What follows belongs to an exercise in optimizing a design on an open flow for a short achievable clock period and few clock cycles; a production flow would make more cautious choices.
Function was checked by simulation only, so behaviour that the tests miss may differ from the original.
Power is estimated from default activity; no workload was simulated.

==> design.v <==
package cache_geom_pkg;
    localparam int ADDR_W   = 32;
    localparam int DATA_W   = 32;
    localparam int SEL_W    = DATA_W / 8;
    localparam int OFFSET_W = 2;
    localparam int NUM_SETS = 4;
    localparam int INDEX_W  = 2;
    localparam int NUM_WAYS = 2;
    localparam int TAG_W    = ADDR_W - INDEX_W - OFFSET_W;
    typedef logic [ADDR_W-1:0]  addr_t;
    typedef logic [DATA_W-1:0]  word_t;
    typedef logic [SEL_W-1:0]   sel_t;
    typedef logic [INDEX_W-1:0] index_t;
    typedef logic [TAG_W-1:0]   tag_t;
    typedef logic way_t;
endpackage
package cache_ctrl_pkg;
    typedef enum logic [2:0] {
        ST_IDLE,
        ST_LOOKUP,
        ST_EVICT,
        ST_FILL_REQ,
        ST_FILL_WAIT
    } ctrl_state_e;
    typedef enum logic {
        RAM_READ,
        RAM_WRITE
    } ram_op_e;
endpackage
module cache_ways (
    input  logic                   clk,
    input  logic                   rst_i,
    input  cache_geom_pkg::index_t index_i,
    input  cache_geom_pkg::tag_t   tag_i,
    input  cache_geom_pkg::way_t   victim_way_i,
    input  logic                   wr_en_i,
    input  cache_geom_pkg::way_t   wr_way_i,
    input  cache_geom_pkg::sel_t   wr_sel_i,
    input  cache_geom_pkg::word_t  wr_data_i,
    input  logic                   fill_en_i,
    input  cache_geom_pkg::way_t   fill_way_i,
    input  cache_geom_pkg::word_t  fill_data_i,
    output logic                   hit_o,
    output cache_geom_pkg::way_t   hit_way_o,
    output cache_geom_pkg::word_t  hit_data_o,
    output logic                   victim_dirty_o,
    output cache_geom_pkg::tag_t   victim_tag_o,
    output cache_geom_pkg::word_t  victim_data_o
);
    logic [cache_geom_pkg::NUM_SETS-1:0][cache_geom_pkg::NUM_WAYS-1:0]             valid_q;
    logic [cache_geom_pkg::NUM_SETS-1:0][cache_geom_pkg::NUM_WAYS-1:0]             dirty_q;
    logic [cache_geom_pkg::NUM_SETS-1:0][cache_geom_pkg::NUM_WAYS-1:0][cache_geom_pkg::TAG_W-1:0]  tag_q;
    logic [cache_geom_pkg::NUM_SETS-1:0][cache_geom_pkg::NUM_WAYS-1:0][cache_geom_pkg::DATA_W-1:0] data_q;
    cache_geom_pkg::word_t cur_word;
    cache_geom_pkg::word_t merged_word;
    always_comb begin
        hit_o      = 1'b0;
        hit_way_o  = 1'b0;
        hit_data_o = '0;
        for (int w = 0; w < cache_geom_pkg::NUM_WAYS; w++) begin
            if (valid_q[index_i][w] && (tag_q[index_i][w] == tag_i)) begin
                hit_o      = 1'b1;
                hit_way_o  = cache_geom_pkg::way_t'(w);
                hit_data_o = data_q[index_i][w];
            end
        end
    end
    assign victim_dirty_o = valid_q[index_i][victim_way_i] && dirty_q[index_i][victim_way_i];
    assign victim_tag_o   = tag_q[index_i][victim_way_i];
    assign victim_data_o  = data_q[index_i][victim_way_i];
    assign cur_word = data_q[index_i][wr_way_i];
    always_comb begin
        for (int b = 0; b < cache_geom_pkg::SEL_W; b++) begin
            merged_word[8*b +: 8] = wr_sel_i[b] ? wr_data_i[8*b +: 8] : cur_word[8*b +: 8];
        end
    end
    always_ff @(posedge clk) begin
        if (rst_i) begin
            valid_q <= '0;
            dirty_q <= '0;
        end else if (fill_en_i) begin
            valid_q[index_i][fill_way_i] <= 1'b1;
            dirty_q[index_i][fill_way_i] <= 1'b0;
        end else if (wr_en_i) begin
            dirty_q[index_i][wr_way_i] <= 1'b1;
        end
    end
    always_ff @(posedge clk) begin
        if (fill_en_i) begin
            tag_q[index_i][fill_way_i]  <= tag_i;
            data_q[index_i][fill_way_i] <= fill_data_i;
        end else if (wr_en_i) begin
            data_q[index_i][wr_way_i] <= merged_word;
        end
    end
endmodule
module cache_lru (
    input  logic                   clk,
    input  logic                   rst_i,
    input  cache_geom_pkg::index_t index_i,
    input  logic                   touch_i,
    input  cache_geom_pkg::way_t   touch_way_i,
    output cache_geom_pkg::way_t   victim_way_o
);
    logic [cache_geom_pkg::NUM_SETS-1:0] lru_q;
    assign victim_way_o = lru_q[index_i];
    always_ff @(posedge clk) begin
        if (rst_i) begin
            lru_q <= '0;
        end else if (touch_i) begin
            lru_q[index_i] <= ~touch_way_i;
        end
    end
endmodule
module cache_ctrl (
    input  logic                    clk,
    input  logic                    rst_i,
    input  logic                    req_valid_i,
    output logic                    req_ready_o,
    input  logic                    req_we_i,
    input  cache_geom_pkg::sel_t    req_sel_i,
    input  cache_geom_pkg::addr_t   req_addr_i,
    input  cache_geom_pkg::word_t   req_wdata_i,
    output logic                    resp_valid_o,
    output cache_geom_pkg::word_t   resp_rdata_o,
    output logic                    ram_req_valid_o,
    input  logic                    ram_req_ready_i,
    output cache_ctrl_pkg::ram_op_e ram_op_o,
    output cache_geom_pkg::addr_t   ram_addr_o,
    output cache_geom_pkg::word_t   ram_wdata_o,
    input  logic                    ram_resp_valid_i,
    input  cache_geom_pkg::word_t   ram_rdata_i,
    output cache_geom_pkg::index_t  index_o,
    output cache_geom_pkg::tag_t    tag_o,
    output logic                    wr_en_o,
    output cache_geom_pkg::sel_t    wr_sel_o,
    output cache_geom_pkg::word_t   wr_data_o,
    output logic                    fill_en_o,
    output cache_geom_pkg::word_t   fill_data_o,
    output cache_geom_pkg::way_t    fill_way_o,
    input  logic                    hit_i,
    input  cache_geom_pkg::way_t    hit_way_i,
    input  cache_geom_pkg::word_t   hit_data_i,
    input  logic                    victim_dirty_i,
    input  cache_geom_pkg::tag_t    victim_tag_i,
    input  cache_geom_pkg::word_t   victim_data_i,
    output logic                    touch_o,
    output cache_geom_pkg::way_t    touch_way_o,
    input  cache_geom_pkg::way_t    victim_way_i
);
    cache_ctrl_pkg::ctrl_state_e state_q;
    cache_ctrl_pkg::ctrl_state_e state_d;
    logic   req_we_q;
    cache_geom_pkg::sel_t   req_sel_q;
    cache_geom_pkg::word_t  req_wdata_q;
    cache_geom_pkg::index_t req_index_q;
    cache_geom_pkg::tag_t   req_tag_q;
    logic   resp_valid_q;
    cache_geom_pkg::word_t  resp_rdata_q;
    logic   lookup_hit;
    assign req_ready_o = (state_q == cache_ctrl_pkg::ST_IDLE);
    assign lookup_hit  = (state_q == cache_ctrl_pkg::ST_LOOKUP) && hit_i;
    always_comb begin
        state_d = state_q;
        case (state_q)
            cache_ctrl_pkg::ST_IDLE: begin
                if (req_valid_i) begin
                    state_d = cache_ctrl_pkg::ST_LOOKUP;
                end
            end
            cache_ctrl_pkg::ST_LOOKUP: begin
                if (hit_i) begin
                    state_d = cache_ctrl_pkg::ST_IDLE;
                end else if (victim_dirty_i) begin
                    state_d = cache_ctrl_pkg::ST_EVICT;
                end else begin
                    state_d = cache_ctrl_pkg::ST_FILL_REQ;
                end
            end
            cache_ctrl_pkg::ST_EVICT: begin
                if (ram_req_ready_i) begin
                    state_d = cache_ctrl_pkg::ST_FILL_REQ;
                end
            end
            cache_ctrl_pkg::ST_FILL_REQ: begin
                if (ram_req_ready_i) begin
                    state_d = cache_ctrl_pkg::ST_FILL_WAIT;
                end
            end
            cache_ctrl_pkg::ST_FILL_WAIT: begin
                if (ram_resp_valid_i) begin
                    state_d = cache_ctrl_pkg::ST_LOOKUP;
                end
            end
            default: begin
                state_d = cache_ctrl_pkg::ST_IDLE;
            end
        endcase
    end
    always_ff @(posedge clk) begin
        if (rst_i) begin
            state_q      <= cache_ctrl_pkg::ST_IDLE;
            resp_valid_q <= 1'b0;
        end else begin
            state_q      <= state_d;
            resp_valid_q <= lookup_hit;
        end
    end
    always_ff @(posedge clk) begin
        if (req_valid_i && req_ready_o) begin
            req_we_q    <= req_we_i;
            req_sel_q   <= req_sel_i;
            req_wdata_q <= req_wdata_i;
            req_index_q <= req_addr_i[cache_geom_pkg::OFFSET_W +: cache_geom_pkg::INDEX_W];
            req_tag_q   <= req_addr_i[cache_geom_pkg::ADDR_W-1 -: cache_geom_pkg::TAG_W];
        end
        if (lookup_hit) begin
            resp_rdata_q <= hit_data_i;
        end
    end
    assign resp_valid_o = resp_valid_q;
    assign resp_rdata_o = resp_rdata_q;
    assign index_o     = req_index_q;
    assign tag_o       = req_tag_q;
    assign wr_en_o     = lookup_hit && req_we_q;
    assign wr_sel_o    = req_sel_q;
    assign wr_data_o   = req_wdata_q;
    assign touch_o     = lookup_hit;
    assign touch_way_o = hit_way_i;
    assign fill_en_o   = (state_q == cache_ctrl_pkg::ST_FILL_WAIT) && ram_resp_valid_i;
    assign fill_data_o = ram_rdata_i;
    assign fill_way_o  = victim_way_i;
    assign ram_req_valid_o = (state_q == cache_ctrl_pkg::ST_EVICT) || (state_q == cache_ctrl_pkg::ST_FILL_REQ);
    assign ram_op_o        = (state_q == cache_ctrl_pkg::ST_EVICT) ? cache_ctrl_pkg::RAM_WRITE : cache_ctrl_pkg::RAM_READ;
    assign ram_addr_o      = (state_q == cache_ctrl_pkg::ST_EVICT) ?
                             {victim_tag_i, req_index_q, {cache_geom_pkg::OFFSET_W{1'b0}}} :
                             {req_tag_q, req_index_q, {cache_geom_pkg::OFFSET_W{1'b0}}};
    assign ram_wdata_o     = victim_data_i;
endmodule
module cache_top (
    input  logic                    clk,
    input  logic                    rst_i,
    input  logic                    req_valid_i,
    output logic                    req_ready_o,
    input  logic                    req_we_i,
    input  cache_geom_pkg::sel_t    req_sel_i,
    input  cache_geom_pkg::addr_t   req_addr_i,
    input  cache_geom_pkg::word_t   req_wdata_i,
    output logic                    resp_valid_o,
    output cache_geom_pkg::word_t   resp_rdata_o,
    output logic                    ram_req_valid_o,
    input  logic                    ram_req_ready_i,
    output cache_ctrl_pkg::ram_op_e ram_op_o,
    output cache_geom_pkg::addr_t   ram_addr_o,
    output cache_geom_pkg::word_t   ram_wdata_o,
    input  logic                    ram_resp_valid_i,
    input  cache_geom_pkg::word_t   ram_rdata_i
);
    cache_geom_pkg::index_t index;
    cache_geom_pkg::tag_t   tag;
    logic   wr_en;
    cache_geom_pkg::sel_t   wr_sel;
    cache_geom_pkg::word_t  wr_data;
    logic   fill_en;
    cache_geom_pkg::word_t  fill_data;
    cache_geom_pkg::way_t   fill_way;
    logic   hit;
    cache_geom_pkg::way_t   hit_way;
    cache_geom_pkg::word_t  hit_data;
    logic   victim_dirty;
    cache_geom_pkg::tag_t   victim_tag;
    cache_geom_pkg::word_t  victim_data;
    logic   touch;
    cache_geom_pkg::way_t   touch_way;
    cache_geom_pkg::way_t   victim_way;
    cache_ctrl u_ctrl (
        .clk              (clk),
        .rst_i            (rst_i),
        .req_valid_i      (req_valid_i),
        .req_ready_o      (req_ready_o),
        .req_we_i         (req_we_i),
        .req_sel_i        (req_sel_i),
        .req_addr_i       (req_addr_i),
        .req_wdata_i      (req_wdata_i),
        .resp_valid_o     (resp_valid_o),
        .resp_rdata_o     (resp_rdata_o),
        .ram_req_valid_o  (ram_req_valid_o),
        .ram_req_ready_i  (ram_req_ready_i),
        .ram_op_o         (ram_op_o),
        .ram_addr_o       (ram_addr_o),
        .ram_wdata_o      (ram_wdata_o),
        .ram_resp_valid_i (ram_resp_valid_i),
        .ram_rdata_i      (ram_rdata_i),
        .index_o          (index),
        .tag_o            (tag),
        .wr_en_o          (wr_en),
        .wr_sel_o         (wr_sel),
        .wr_data_o        (wr_data),
        .fill_en_o        (fill_en),
        .fill_data_o      (fill_data),
        .fill_way_o       (fill_way),
        .hit_i            (hit),
        .hit_way_i        (hit_way),
        .hit_data_i       (hit_data),
        .victim_dirty_i   (victim_dirty),
        .victim_tag_i     (victim_tag),
        .victim_data_i    (victim_data),
        .touch_o          (touch),
        .touch_way_o      (touch_way),
        .victim_way_i     (victim_way)
    );
    cache_ways u_ways (
        .clk            (clk),
        .rst_i          (rst_i),
        .index_i        (index),
        .tag_i          (tag),
        .victim_way_i   (victim_way),
        .wr_en_i        (wr_en),
        .wr_way_i       (hit_way),
        .wr_sel_i       (wr_sel),
        .wr_data_i      (wr_data),
        .fill_en_i      (fill_en),
        .fill_way_i     (fill_way),
        .fill_data_i    (fill_data),
        .hit_o          (hit),
        .hit_way_o      (hit_way),
        .hit_data_o     (hit_data),
        .victim_dirty_o (victim_dirty),
        .victim_tag_o   (victim_tag),
        .victim_data_o  (victim_data)
    );
    cache_lru u_lru (
        .clk          (clk),
        .rst_i        (rst_i),
        .index_i      (index),
        .touch_i      (touch),
        .touch_way_i  (touch_way),
        .victim_way_o (victim_way)
    );
endmodule
==> run.sh <==
#!/bin/bash
# synth_recipe.tcl (not shown) runs the flow's synth.tcl, then flattens the netlist and writes it again
# the make line also repeats each setting of config.mk as NAME=value (left out here)
make -C /OpenROAD-flow-scripts/flow DESIGN_CONFIG=/design/flow/config.mk WORK_HOME=/design/flow/orfs CLKGATE_MAP_FILE= SYNTH_SCRIPT=/design/flow/synth_recipe.tcl finish
==> config.mk <==
export PLATFORM = sky130hd
export DESIGN_NAME = cache_top
export DESIGN_NICKNAME = cache_top
export VERILOG_FILES = /design/flow/design.v
export SDC_FILE = /design/flow/constraint.sdc
export NUM_CORES = 4
export LEC_CHECK = 0
export CAP_MARGIN = 20
export CORE_MARGIN = 2
export CORE_UTILIZATION = 40
export SLEW_MARGIN = 20
==> constraint.sdc <==
create_clock -name core_clock -period 6.5 [get_ports {clk}]
set_input_delay 1.3000 -clock core_clock [delete_from_list [all_inputs] [get_ports {clk}]]
set_output_delay 1.3000 -clock core_clock [all_outputs]
set_load 0.01 [all_outputs]
==> summary.txt <==
-- worst max-delay path by stage --
stage	endpoint
4_1_cts	ram_addr_o[15]
5_1_grt	ram_addr_o[31]
2_1_floorplan	ram_addr_o[10]
6_report	ram_addr_o[31]
3_3_place_gp	ram_addr_o[31]
3_5_place_dp	ram_addr_o[31]
-- layer usage --
metal	up-vias	part of all wire	global-route usage
li1	17083	-	-
met1	20853	0.37	0.482
met2	3684	0.42	0.522
met3	728	0.14	0.104
met4	8	0.069	0.216
met5	-	0.00028	0
-- power by group --
| part | internal, uW | switching (uW) | total, uW |
|---|---|---|---|
| Sequential | 4450 | 154 | 4600 |
| Clock | 2690 | 1880 | 4580 |
| Combinational | 1700 | 3440 | 5130 |
| Total | 8840 | 5470 | 14300 |
-- state kept, by name (all words and copies together), names as in the netlist --
register,flops
u_ctrl.req_sel_q,4
u_ways.data_q,256
u_ctrl.resp_valid_q,1
u_ctrl.req_index_q,2
u_ctrl.req_we_q,1
u_ways.valid_q,8
u_ways.tag_q,224
u_ctrl.state_q,3
u_ctrl.req_tag_q,28
u_lru.lru_q,4
u_ctrl.req_wdata_q,32
u_ways.dirty_q,8
u_ctrl.resp_rdata_q,32
-- through the flow --
| stage | hold WS (ns) | utilization | cells | power (uW) |
|---|---|---|---|---|
| after global routing | 0.478 | 0.468 | 5783 | 14600 |
| after detailed placement | 0.453 | 0.441 | 5626 | 9510 |
| after floorplan | 0.431 | - | 4236 | 7430 |
| after CTS | 0.466 | 0.465 | 5771 | 14000 |
| final | 0.465 | 0.468 | 5785 | 14300 |
| after global placement | 0.450 | 0.441 | 5626 | 9500 |
-- placed cells by master (no fill, tap or decap), types with 23 or more instances in the layout --
cell | Yosys | routed
edfxtp_1 | 579 | 579
nand2_1 | 455 | 450
mux2i_1 | 366 | 366
a21oi_1 | 340 | 338
o21ai_0 | 241 | 237
a221oi_1 | 230 | 230
a32oi_1 | 224 | 224
mux4_2 | 197 | 197
clkdlybuf4s50_1 | 0 | 197
buf_4 | 10 | 172
nor2_1 | 167 | 160
a22o_1 | 94 | 92
clkbuf_16 | 0 | 80
inv_1 | 68 | 67
a221o_1 | 56 | 56
a22oi_1 | 49 | 49
and2_1 | 48 | 46
nand2b_1 | 45 | 44
xnor2_1 | 46 | 41
nand3_1 | 50 | 40
nand3b_1 | 40 | 40
nor3_1 | 39 | 35
a211oi_1 | 36 | 35
o2bb2ai_1 | 27 | 27
buf_12 | 0 | 27
o22ai_1 | 25 | 25
dfxtp_1 | 24 | 24
nand4_1 | 23 | 23
-- worst max-delay path: cells and delay by family (launching register included) --
family / cells / cell delay (ns)
buffers and inverters: 5 / 1.17
flip-flops: 1 / 0.48
XOR/XNOR: 1 / 0.20
AO/OA/AOI/OAI: 3 / 0.66
adder cells (fa/ha/maj): 2 / 0.83
multiplexers: 3 / 1.04
-- timing repair --
| item | CTS | global route |
|---|---|---|
| cloned | 2 | 3 |
| setup endpoints to repair | 27 | 19 |
| buffers inserted | 3 | 9 |
| pin swaps | 2 | 4 |
| gates resized for setup | 10 | 19 |
-- kinds of logic (layout without fill, tap and decap cells) --
family / Yosys count / count (layout) / synth area share
compound gates: 1458 / 1458 / 0.236
flops: 603 / 603 / 0.405
other cells: 1 / 4 / 0.0000850
mux: 579 / 579 / 0.188
fa+ha+maj: 18 / 18 / 0.00528
buf+inv: 551 / 622 / 0.0504
simple gates: 959 / 959 / 0.101
xor+xnor: 66 / 66 / 0.0141
-- layout make-up --
cell class / count / area share
Sequential cell: 603 / 0.350
Timing Repair Buffer: 408 / 0.0782
Timing Repair inverter: 2 / 0.000343
Tap cell: 1476 / 0.0362
Inverter: 72 / 0.00583
Clock inverter: 41 / 0.0111
Antenna cell: 2 / 0.0000980
Multi-Input combinational cell: 3082 / 0.478
Clock buffer: 99 / 0.0403
==> summary.txt <==
outcome complete, no violations; Post-Route Skew 0.0461 ns; # hold bufs at CTS 0; period utilization 0.979; CP Launch Type register; CP startpoint u_ctrl.req_index_q[1]; maxcap violations 0; number of global-route vias before repair 39.0k; first-pass iteration count of the detailed router 6; die width 336 um; worst rel slew slack 0.149; mapped cell area 44100 sq um; Achievable Freq 0.157 GHz; Synth-to-Final Area Change 15.7%; Worst EP arrival 5.06 ns; All-Layer GR Usage 0.362; Seq/Total Area, Yosys 0.405; clock insertion delay at the later pin of the skew report 0.67 ns; VDD IR-drop max 0.000219 V; gr ovfl total 0; final critical-path required period 6.36 ns; synth top area cells edfxtp_1, mux4_2, mux2i_1; WS Path Type register to output pin; vias per cell 7.32; CP Capture Type output pin; R2R setup slack 0.46 ns; post-synthesis cell count 4235; Rows 121; CTS tree done; DRC 0; detailed placement HPWL 143 mm; CTS root buf clkbuf_16; pin count of the biggest net entering global routing 210; Worst Hold End u_lru.lru_q[3]; endpoint of the lowest-slack register-to-register path u_ways.data_q[241]; Core Footprint 109000 sq um; Final ANT Viol Nets 0; PnR worst setup slack 0.137 ns; final hold violation count 0; Netlist cell types 84; Clock Pin Slew Worst Setup and Hold Paths 0.06 ns; Multi-input gate area 24400 sq um; most common cell in the synthesized netlist edfxtp_1; Cell Chain, Critical Path mux2i_1 -> mux2_4 -> inv_12 -> ha_1 -> inv_1 -> fa_4 -> xor2_4 -> buf_12 -> buf_6 -> mux4_2 -> a21oi_1 -> a221o_1 -> a32o_2 -> clkdlybuf4s50_1; Req. time, crit path 5.20 ns; WL/cell 36.4 um; synth cell count leaders edfxtp_1, nand2_1, mux2i_1; clock sinks 603; Longest Clk Path Bufs 3; first-pass GRT wire length 295 mm; vias post-DR 42.4k; Worst R2R Path Depth 18; CTS buffer count 75; #FFs+latches synth 603; leakage 0.0168 uW; filler cell count 10.1k; post-synth top area share 0.394; FFs w/ async S/R, synth 0; Crit path largest cell delay 0.60 ns; cell taking the most area after synthesis edfxtp_1; Chip Height 336 um; share of layout cells above drive strength 1 0.146; iteration-0 DRC count of the detailed router 7751; Layout Nets 4368; Die ar. 113000 sq um; DP Worst Slack 0.423 ns; initial core utilization 0.404; Least-Margin Pin Slew 1.28 ns; Hold Path Class register to register; hold path depth 2; number of H-tree levels 3; RSZ-0062 raised after global routing no; hold_sp u_lru.lru_q[3]; Final Max Slew Viols 0; register cell area after layout 17900 sq um; Post-synth EDFFs 579; CP max stage cell fa_4; # port buffers 201; dominant synthesized flop cell edfxtp_1; design area 51000 sq um; num ports 206; Power per Cell Area 280 nW/um^2; final wirelength 211 mm; setup TNS 0 ns; initial antenna violation count 7; Yosys warnings 3; GP Congestion 1.09; Final setup viols 0; Crit Reg-Reg Startpoint u_ctrl.req_index_q[0]; CP max FO 12; placed cell areas 48100 sq um; average size of a mapped cell 10.4 sq um
Testbench counts, summed over its fixed seeds: cycles 98,247.

[port drivers added, routing unchanged]
The results above use ideal ports. As a check the final layout listed here was re-extracted and re-timed, cells and wires unchanged.
Step 1, drivers: a clkbuf_16 drives clk and a buf_2 each remaining input, both assumed.
Step 2, shift: input delay + t, output delay - t, t = (earliest + latest rising clock arrival at the registers) / 2. This alone moves slack from input paths to output paths.
a / b / c = ideal ports / drivers / drivers and shift; a / b = the first two.
t (ns): 0.726
slack for setup (ns): 0.137 / 0.060 / 0.460
hold slack, ns: 0.465 / 0.465 / 0.465
slew at the worst register clock pin (ns): 0.07 / 0.07
pins driven straight from the clock port: 1
After both steps this run still meets setup and hold. The setup slack of this run moves by -0.077 ns with the drivers and by +0.323 ns with both steps.
